What follows belongs to an exercise in optimizing a design on an open flow for small area, a short achievable clock period and few clock cycles; a production flow would make more cautious choices. In this exercise RTL edits were held to simulation tests only and were not proved equivalent to the original. Power and IR drop assume default switching activity.

<file path="design/flow/run.sh">
#!/bin/bash
# synth_recipe.tcl (not shown) runs the flow's synth.tcl, then flattens the netlist and writes it again
# the make line also repeats each setting of config.mk as NAME=value (left out here)
make -C /OpenROAD-flow-scripts/flow DESIGN_CONFIG=/design/flow/config.mk WORK_HOME=/design/flow/orfs CLKGATE_MAP_FILE= SYNTH_SCRIPT=/design/flow/synth_recipe.tcl finish
</file>
<file path="design/flow/config.mk">
export PLATFORM = sky130hd
export DESIGN_NAME = k_best_list_insert
export DESIGN_NICKNAME = k_best_list_insert
export VERILOG_FILES = /design/flow/design.v
export SDC_FILE = /design/flow/constraint.sdc
export NUM_CORES = 4
export LEC_CHECK = 0
export CAP_MARGIN = 20
export CORE_MARGIN = 2
export CORE_UTILIZATION = 30
export SLEW_MARGIN = 20
</file>
<file path="design/flow/constraint.sdc">
create_clock -name core_clock -period 8.0 [get_ports {i_clk}]
set_input_delay 1.6000 -clock core_clock [delete_from_list [all_inputs] [get_ports {i_clk}]]
set_output_delay 1.6000 -clock core_clock [all_outputs]
set_load 0.01 [all_outputs]
</file>
<file path="design/flow/design.v">
`default_nettype none
package kbl_pkg;
    localparam int K      = 16;
    localparam int NSLOTS = K + 1;
    localparam int SLOT_W = $clog2(K + 1);
    localparam int ID_W   = 32;
    localparam int COST_W = 32;
    localparam int MODE_W = 2;
    typedef logic [SLOT_W-1:0] t_ptr;
    typedef logic [ID_W-1:0]   t_id;
    typedef logic [COST_W-1:0] t_cost;
    typedef logic [MODE_W-1:0] t_mode;
    localparam t_id   EMPTY_ID = '1;
    localparam t_cost INF      = '1;
    localparam t_ptr SCRATCH_SLOT = '0;
    localparam t_ptr FIRST_SLOT   = t_ptr'(1);
    localparam t_ptr LAST_SLOT    = t_ptr'(K);
    localparam t_mode MODE_INSERT = 2'd0;
    localparam t_mode MODE_UPDATE = 2'd1;
    localparam t_mode MODE_READ   = 2'd2;
    typedef struct packed {
        t_id   id;
        t_cost cost;
    } t_slot;
    typedef struct packed {
        logic  en;
        t_ptr  addr;
        t_slot data;
    } t_mem_wr;
    typedef struct packed {
        logic en;
        t_ptr addr;
    } t_mem_rd;
endpackage
`default_nettype wire
`default_nettype none
module kbl_slot_mem (
    input  wire logic             i_clk,
    input  wire logic             i_rst_n,
    input  wire kbl_pkg::t_mem_wr i_wr,
    input  wire kbl_pkg::t_mem_rd i_rd,
    output kbl_pkg::t_slot        o_rd_data
);
    logic [kbl_pkg::ID_W+kbl_pkg::COST_W-1:0] r_mem [0:kbl_pkg::NSLOTS-1];
    logic [kbl_pkg::NSLOTS-1:0]  r_valid;
    kbl_pkg::t_slot              r_rd_data;
    logic                        r_rd_hit;
    always_ff @(posedge i_clk) begin
        if (i_wr.en) begin
            r_mem[i_wr.addr] <= i_wr.data;
        end
        if (i_rd.en) begin
            r_rd_data <= r_mem[i_rd.addr];
        end
    end
    always_ff @(posedge i_clk) begin
        if (!i_rst_n) begin
            r_valid  <= '0;
            r_rd_hit <= 1'b0;
        end else begin
            if (i_wr.en) begin
                r_valid[i_wr.addr] <= 1'b1;
            end
            if (i_rd.en) begin
                r_rd_hit <= r_valid[i_rd.addr];
            end
        end
    end
    assign o_rd_data = r_rd_hit ? r_rd_data
                                : {kbl_pkg::EMPTY_ID, kbl_pkg::INF};
endmodule
`default_nettype wire
`default_nettype none
module k_best_list_insert (
    input  wire logic            i_clk,
    input  wire logic            i_rst_n,
    input  wire logic            in_valid,
    output logic                 in_ready,
    input  wire logic [1:0]      in_mode,
    input  wire logic [31:0]     in_item_id,
    input  wire logic [31:0]     in_item_cost,
    output logic                 out_valid,
    input  wire logic            out_ready,
    output logic [31:0]          out_id,
    output logic [31:0]          out_cost,
    output logic [31:0]          out_worst_cost,
    output logic                 out_last
);
    typedef enum logic [2:0] {
        S_IDLE,
        S_SEARCH,
        S_BUBBLE,
        S_TAIL,
        S_READ,
        S_DONE
    } t_state;
    t_state           r_state, n_state;
    kbl_pkg::t_slot   r_carry, n_carry;
    kbl_pkg::t_ptr    r_ptr, n_ptr;
    kbl_pkg::t_cost   r_worst, n_worst;
    logic             r_out_valid, n_out_valid;
    kbl_pkg::t_id     r_out_id, n_out_id;
    kbl_pkg::t_cost   r_out_cost, n_out_cost;
    kbl_pkg::t_cost   r_out_worst, n_out_worst;
    logic             r_out_last, n_out_last;
    kbl_pkg::t_mem_wr w_wr;
    kbl_pkg::t_mem_rd w_rd;
    kbl_pkg::t_slot   w_rd_data;
    logic             w_out_free;
    logic             w_better;
    logic             w_hit;
    kbl_pkg::t_ptr    w_start;
    kbl_slot_mem u_mem (
        .i_clk     (i_clk),
        .i_rst_n   (i_rst_n),
        .i_wr      (w_wr),
        .i_rd      (w_rd),
        .o_rd_data (w_rd_data)
    );
    assign w_better = (r_carry.cost < w_rd_data.cost) ||
                      ((r_carry.cost == w_rd_data.cost) && (r_carry.id < w_rd_data.id));
    assign w_hit      = (w_rd_data.id == r_carry.id);
    assign w_start    = w_hit ? r_ptr : kbl_pkg::SCRATCH_SLOT;
    assign w_out_free = !r_out_valid || out_ready;
    assign in_ready       = (r_state == S_IDLE);
    assign out_valid      = r_out_valid;
    assign out_id         = r_out_id;
    assign out_cost       = r_out_cost;
    assign out_worst_cost = r_out_worst;
    assign out_last       = r_out_last;
    always_comb begin
        n_state     = r_state;
        n_carry     = r_carry;
        n_ptr       = r_ptr;
        n_out_valid = r_out_valid && !out_ready;
        n_out_id    = r_out_id;
        n_out_cost  = r_out_cost;
        n_out_worst = r_out_worst;
        n_out_last  = r_out_last;
        w_wr        = '0;
        w_rd        = '0;
        unique case (r_state)
            S_IDLE: begin
                if (in_valid) begin
                    n_carry = {in_item_id, in_item_cost};
                    unique case (in_mode)
                        kbl_pkg::MODE_INSERT: begin
                            w_rd.en   = 1'b1;
                            w_rd.addr = kbl_pkg::FIRST_SLOT;
                            n_ptr   = kbl_pkg::FIRST_SLOT;
                            n_state = S_BUBBLE;
                        end
                        kbl_pkg::MODE_UPDATE: begin
                            w_rd.en   = 1'b1;
                            w_rd.addr = kbl_pkg::SCRATCH_SLOT;
                            n_ptr   = kbl_pkg::SCRATCH_SLOT;
                            n_state = S_SEARCH;
                        end
                        kbl_pkg::MODE_READ: begin
                            w_rd.en   = 1'b1;
                            w_rd.addr = kbl_pkg::LAST_SLOT;
                            n_ptr   = kbl_pkg::LAST_SLOT;
                            n_state = S_READ;
                        end
                        default: begin
                            n_state = S_DONE;
                        end
                    endcase
                end
            end
            S_SEARCH: begin
                if (w_hit || (r_ptr == kbl_pkg::LAST_SLOT)) begin
                    if (w_start == kbl_pkg::LAST_SLOT) begin
                        n_state = S_TAIL;
                    end else begin
                        w_rd.en   = 1'b1;
                        w_rd.addr = w_start + kbl_pkg::FIRST_SLOT;
                        n_ptr   = w_start + kbl_pkg::FIRST_SLOT;
                        n_state = S_BUBBLE;
                    end
                end else begin
                    w_rd.en   = 1'b1;
                    w_rd.addr = r_ptr + kbl_pkg::FIRST_SLOT;
                    n_ptr = r_ptr + kbl_pkg::FIRST_SLOT;
                end
            end
            S_BUBBLE: begin
                w_wr.en   = 1'b1;
                w_wr.addr = r_ptr - kbl_pkg::FIRST_SLOT;
                if (w_better) begin
                    w_wr.data = w_rd_data;
                end else begin
                    w_wr.data = r_carry;
                    n_carry   = w_rd_data;
                end
                if (r_ptr == kbl_pkg::LAST_SLOT) begin
                    n_state = S_TAIL;
                end else begin
                    w_rd.en   = 1'b1;
                    w_rd.addr = r_ptr + kbl_pkg::FIRST_SLOT;
                    n_ptr = r_ptr + kbl_pkg::FIRST_SLOT;
                end
            end
            S_TAIL: begin
                w_wr.en   = 1'b1;
                w_wr.addr = kbl_pkg::LAST_SLOT;
                w_wr.data = r_carry;
                n_state = S_DONE;
            end
            S_DONE: begin
                if (w_out_free) begin
                    n_out_valid = 1'b1;
                    n_out_id    = '0;
                    n_out_cost  = '0;
                    n_out_worst = r_worst;
                    n_out_last  = 1'b1;
                    n_state     = S_IDLE;
                end
            end
            S_READ: begin
                if (w_out_free) begin
                    n_out_valid = 1'b1;
                    n_out_id    = w_rd_data.id;
                    n_out_cost  = w_rd_data.cost;
                    n_out_worst = r_worst;
                    n_out_last  = (r_ptr == kbl_pkg::FIRST_SLOT);
                    if (r_ptr == kbl_pkg::FIRST_SLOT) begin
                        n_state = S_IDLE;
                    end else begin
                        w_rd.en   = 1'b1;
                        w_rd.addr = r_ptr - kbl_pkg::FIRST_SLOT;
                        n_ptr = r_ptr - kbl_pkg::FIRST_SLOT;
                    end
                end
            end
            default: begin
                n_state = S_IDLE;
            end
        endcase
        n_worst = r_worst;
        if (w_wr.en && (w_wr.addr == kbl_pkg::SCRATCH_SLOT)) begin
            n_worst = w_wr.data.cost;
        end
    end
    always_ff @(posedge i_clk) begin
        if (!i_rst_n) begin
            r_state     <= S_IDLE;
            r_out_valid <= 1'b0;
            r_worst     <= kbl_pkg::INF;
        end else begin
            r_state     <= n_state;
            r_out_valid <= n_out_valid;
            r_worst     <= n_worst;
        end
        r_carry     <= n_carry;
        r_ptr       <= n_ptr;
        r_out_id    <= n_out_id;
        r_out_cost  <= n_out_cost;
        r_out_worst <= n_out_worst;
        r_out_last  <= n_out_last;
    end
endmodule
`default_nettype wire
</file>
==> notes.md <==
## path summary, 6_finish.rpt
| path | from | depth (start not counted) | slack [ns] | endpoint |
|---|---|---|---|---|
| max | u_mem.r_rd_hit | 13 | 1.13 | u_mem.r_mem[8][55] |
| min | r_worst[15] | 0 | 0.43 | r_out_worst[15] |
| max reg2reg | u_mem.r_rd_hit | 13 | 1.13 | u_mem.r_mem[8][55] |
| min reg2reg | r_worst[15] | 0 | 0.43 | r_out_worst[15] |
## metrics by stage
stage	instances	setup slack, ns
floorplan	3651	2.849
global placement	6142	1.053
detailed placement	6143	0.9444
CTS	6390	0.9337
global route	6392	0.9411
finish	6393	1.126
## cells in the mapped netlist, drive strengths merged (5+ instances only)
library cell / count
clkbuf: 113
o21a: 9
nand2: 454
nand3: 58
a32o: 61
nor2b: 87
buf: 120
ha: 80
dfxtp: 54
mux2i: 362
a221oi: 46
inv: 21
xor2: 8
o21ai: 67
nand2b: 5
o31ai: 5
a21oi: 110
o211ai: 26
o21bai: 32
edfxtp: 1318
nor3: 14
o22ai: 34
a221o: 62
a22oi: 47
nor2: 202
a32oi: 69
a21o: 17
nand4: 70
a31oi: 34
## power by group
| part | internal, W | leakage [nW] | switching, W |
|---|---|---|---|
| Combinational | 0.00349 | 6.20 | 0.00736 |
| Sequential | 0.0101 | 12.6 | 0.000488 |
| Clock | 0.00357 | 2.15 | 0.00284 |
## layout make-up
cell class,instances,area [um2],share of cell area [%]
sequential,1372,40660,62.52
multi-input combinational,2024,14210,21.86
clock buffer,170,3667,5.639
tap,2480,3103,4.771
timing repair buffer,247,2509,3.857
clock inverter,77,797.0,1.225
inverter,22,83.83,0.1289
antenna,1,2.502,0.003848
## kinds of logic after synthesis
logic type      synth area share [%]
compound gates                 8.860
fa+ha+maj                      1.796
simple gates                   7.430
xor+xnor                      0.1886
flops                          72.97
buf+inv                        2.216
mux                            6.543
## registers in the layout, indices dropped and copies added (netlist names)
signal,count
r_out_valid,1
r_state,3
u_mem.r_rd_hit,1
r_carry,64
r_out_id,32
u_mem.r_mem,1088
u_mem.r_valid,17
r_worst,32
r_out_last,1
r_out_cost,32
r_out_worst,32
u_mem.r_rd_data,64
r_ptr,5
## cell usage in the layout, fill, tap and decap left out, types with 26 or more instances in the layout
cell type and instances:
a21oi_1 110, a221o_1 62, a221oi_1 46, a22oi_1 46
a31oi_1 33, a32o_1 61, a32oi_1 68, buf_4 58
clkbuf_1 26, clkbuf_16 141, clkdlybuf4s50_1 168, clkinv_1 36
dfxtp_1 53, edfxtp_1 1318, ha_1 80, mux2i_1 362
nand2_1 452, nand3_1 57, nand4_1 69, nor2_1 180
nor2b_1 86, o21ai_1 45, o21bai_1 31, o22ai_2 27
## per-layer routing
layer / GRT usage (%) / wire [um] / part of all wire, % / vias to the layer above
li1: - / - / - / 14570
met1: 21.87 / 66800 / 40 / 17270
met2: 29.60 / 83240 / 50 / 1427
met3: 2.614 / 10940 / 6.5 / 309
met4: 6.564 / 6934 / 4.1 / 2
met5: 0 / 8 / 0.0048 / -
## critical path: cells and delay by family (launching register included)
family	cells	cell delay, ns
adders and majority gates	1	0.23
AOI/OAI and AO/OA	2	1.23
DFF	1	0.76
and+or+nand+nor	7	3.00
buffers and inverters	3	1.21
==> results.cfg <==
[power_and_ir_drop]
p_per_area_mw_per_mm2 = 428.2
leakagePower_nw = 20.96
power.total_w = 0.02785
ir_drop_v = 0.0004629

[drt]
drcViolationCount = 0
routed_wl_mm = 167.9
drt_iter0_markers = 3793
firstDrtPassIters = 6
postRouteAntennaNets = 0
via_per_inst = 5.251
wl_per_cell_um = 26.27
dr_total_vias = 33570

[logic_synthesis]
synthTopCellsByArea = edfxtp_1, mux2i_1, nand2_1
synth.yosys.seq_area_share_pct = 72.97
synth_flop_cell = edfxtp_1
yosysUniqueCellTypes = 82
avgSynthCellArea_um2 = 15.26
synth_warnings = 2
netlist_area_mm2 = 0.05572
synth_fp_nets = 3801
ys_async_sr_fraction_pct = 0
yosysTopAreaCell = edfxtp_1
synth_top_area_share_pct = 71.03
synthCells = 3651
synth_edf_count = 1318
ys_ff_latch = 1372

[setup_path]
crit_chain = buf_4, buf_4, nor2b_1, ha_1, nand4_1, or4_1, nor3_1, o2111ai_1, nor3_1, and4_2, buf_4, nor2_4, o22ai_1
critPathKind = reg -> reg
critPathSlowestCell = o22ai_1
required_ns = 8.41
crit_top_cell = buf_4
crit_arrival_ns = 7.28
slowest_delay_ns = 0.91
startpoint_type = register
critPathCaptureType = register
cp_max_fo = 33

[timing]
worstMarginPinSlew_ns = 1.114
finalSetupViolCount = 0
holdWs_ns = 0.4326
hold_viol_final = 0
fmax_mhz = 145.5
fin_crit_sh_pct = 85.92
setup_tns_ns = 0
slew_headroom_pct = 25.75
rsz0062_at_grt = false
fin_crit_ns = 6.874
finalMaxSlewViolations = 0
finClkSkew_ns = 0.02932

[clocking]
cts_tree = built
clk_root_buffer_cell = clkbuf_16
insertion_delay_ns = 0.79
cts_setup_buffers = 0
hold_buffers = 0
cts_resized = 0
ctsHtreeMaxLevel = 4
clk_pin_slew_worst_paths_ns = 0.06
numCtsBuffers = 139
clock_sinks = 1372
clock_path_buffers = 3

[grt]
grt.overflow.total = 0
grt_max_degree = 140
antenna_found_initial = 2
track_usage_pct = 17.24
grt_pass1_vias = 32750
grt_first_pass_wirelength_mm = 238.7

[finish]
final_cell_area_mm2 = 0.06504
final_util_pct = 35.15
fill_cells = 17650
drive_gt1_share_pct = 9.202
nets = 3956
area_growth_pct = 16.71

[worst_hold_path]
hp-class = reg -> reg

[die]
fp.dieW_um = 435.0
rows = 158
fp.dieH_um = 435.0
io_pins = 169
start_util_pct = 30.11
die-area_mm2 = 0.1892
coreArea_mm2 = 0.1850

[run_status]
status = timing/DRC/antenna clean

[placement]
hpwlAfterDp_mm = 93.95
io_buffers = 168
gp_congestion = 0.8466
place_area_mm2 = 0.06038

[flow_run]
cap_violations = 0
Testbench counts, summed over its fixed seeds: cycles 52,399.

re-timing with driven ports:
No port has a modelled driver above. Below, the same layout with a new extraction and two added sets of constraints. Step 1: set_driving_cell puts a clkbuf_16 on i_clk and a buf_2 on each other input, an assumption about the parent block. Step 2 times the ports against the registers' clock, not the clock port: input delays grow and output delays shrink by t, the midpoint of the rising clock arrivals with the driver on. a / b / c = ideal / step 1 / step 2; a / b = the first two.
t, ns: 0.855
setup slack, ns: 1.126 / 1.126 / 1.126
worst data-port slew with drivers (ns): 0.09
cell pins on the clock port's net: 1
After both steps this run still meets setup and hold. For this run, drivers alone change the setup slack by 0.000 ns; drivers and shift together by 0.000 ns.
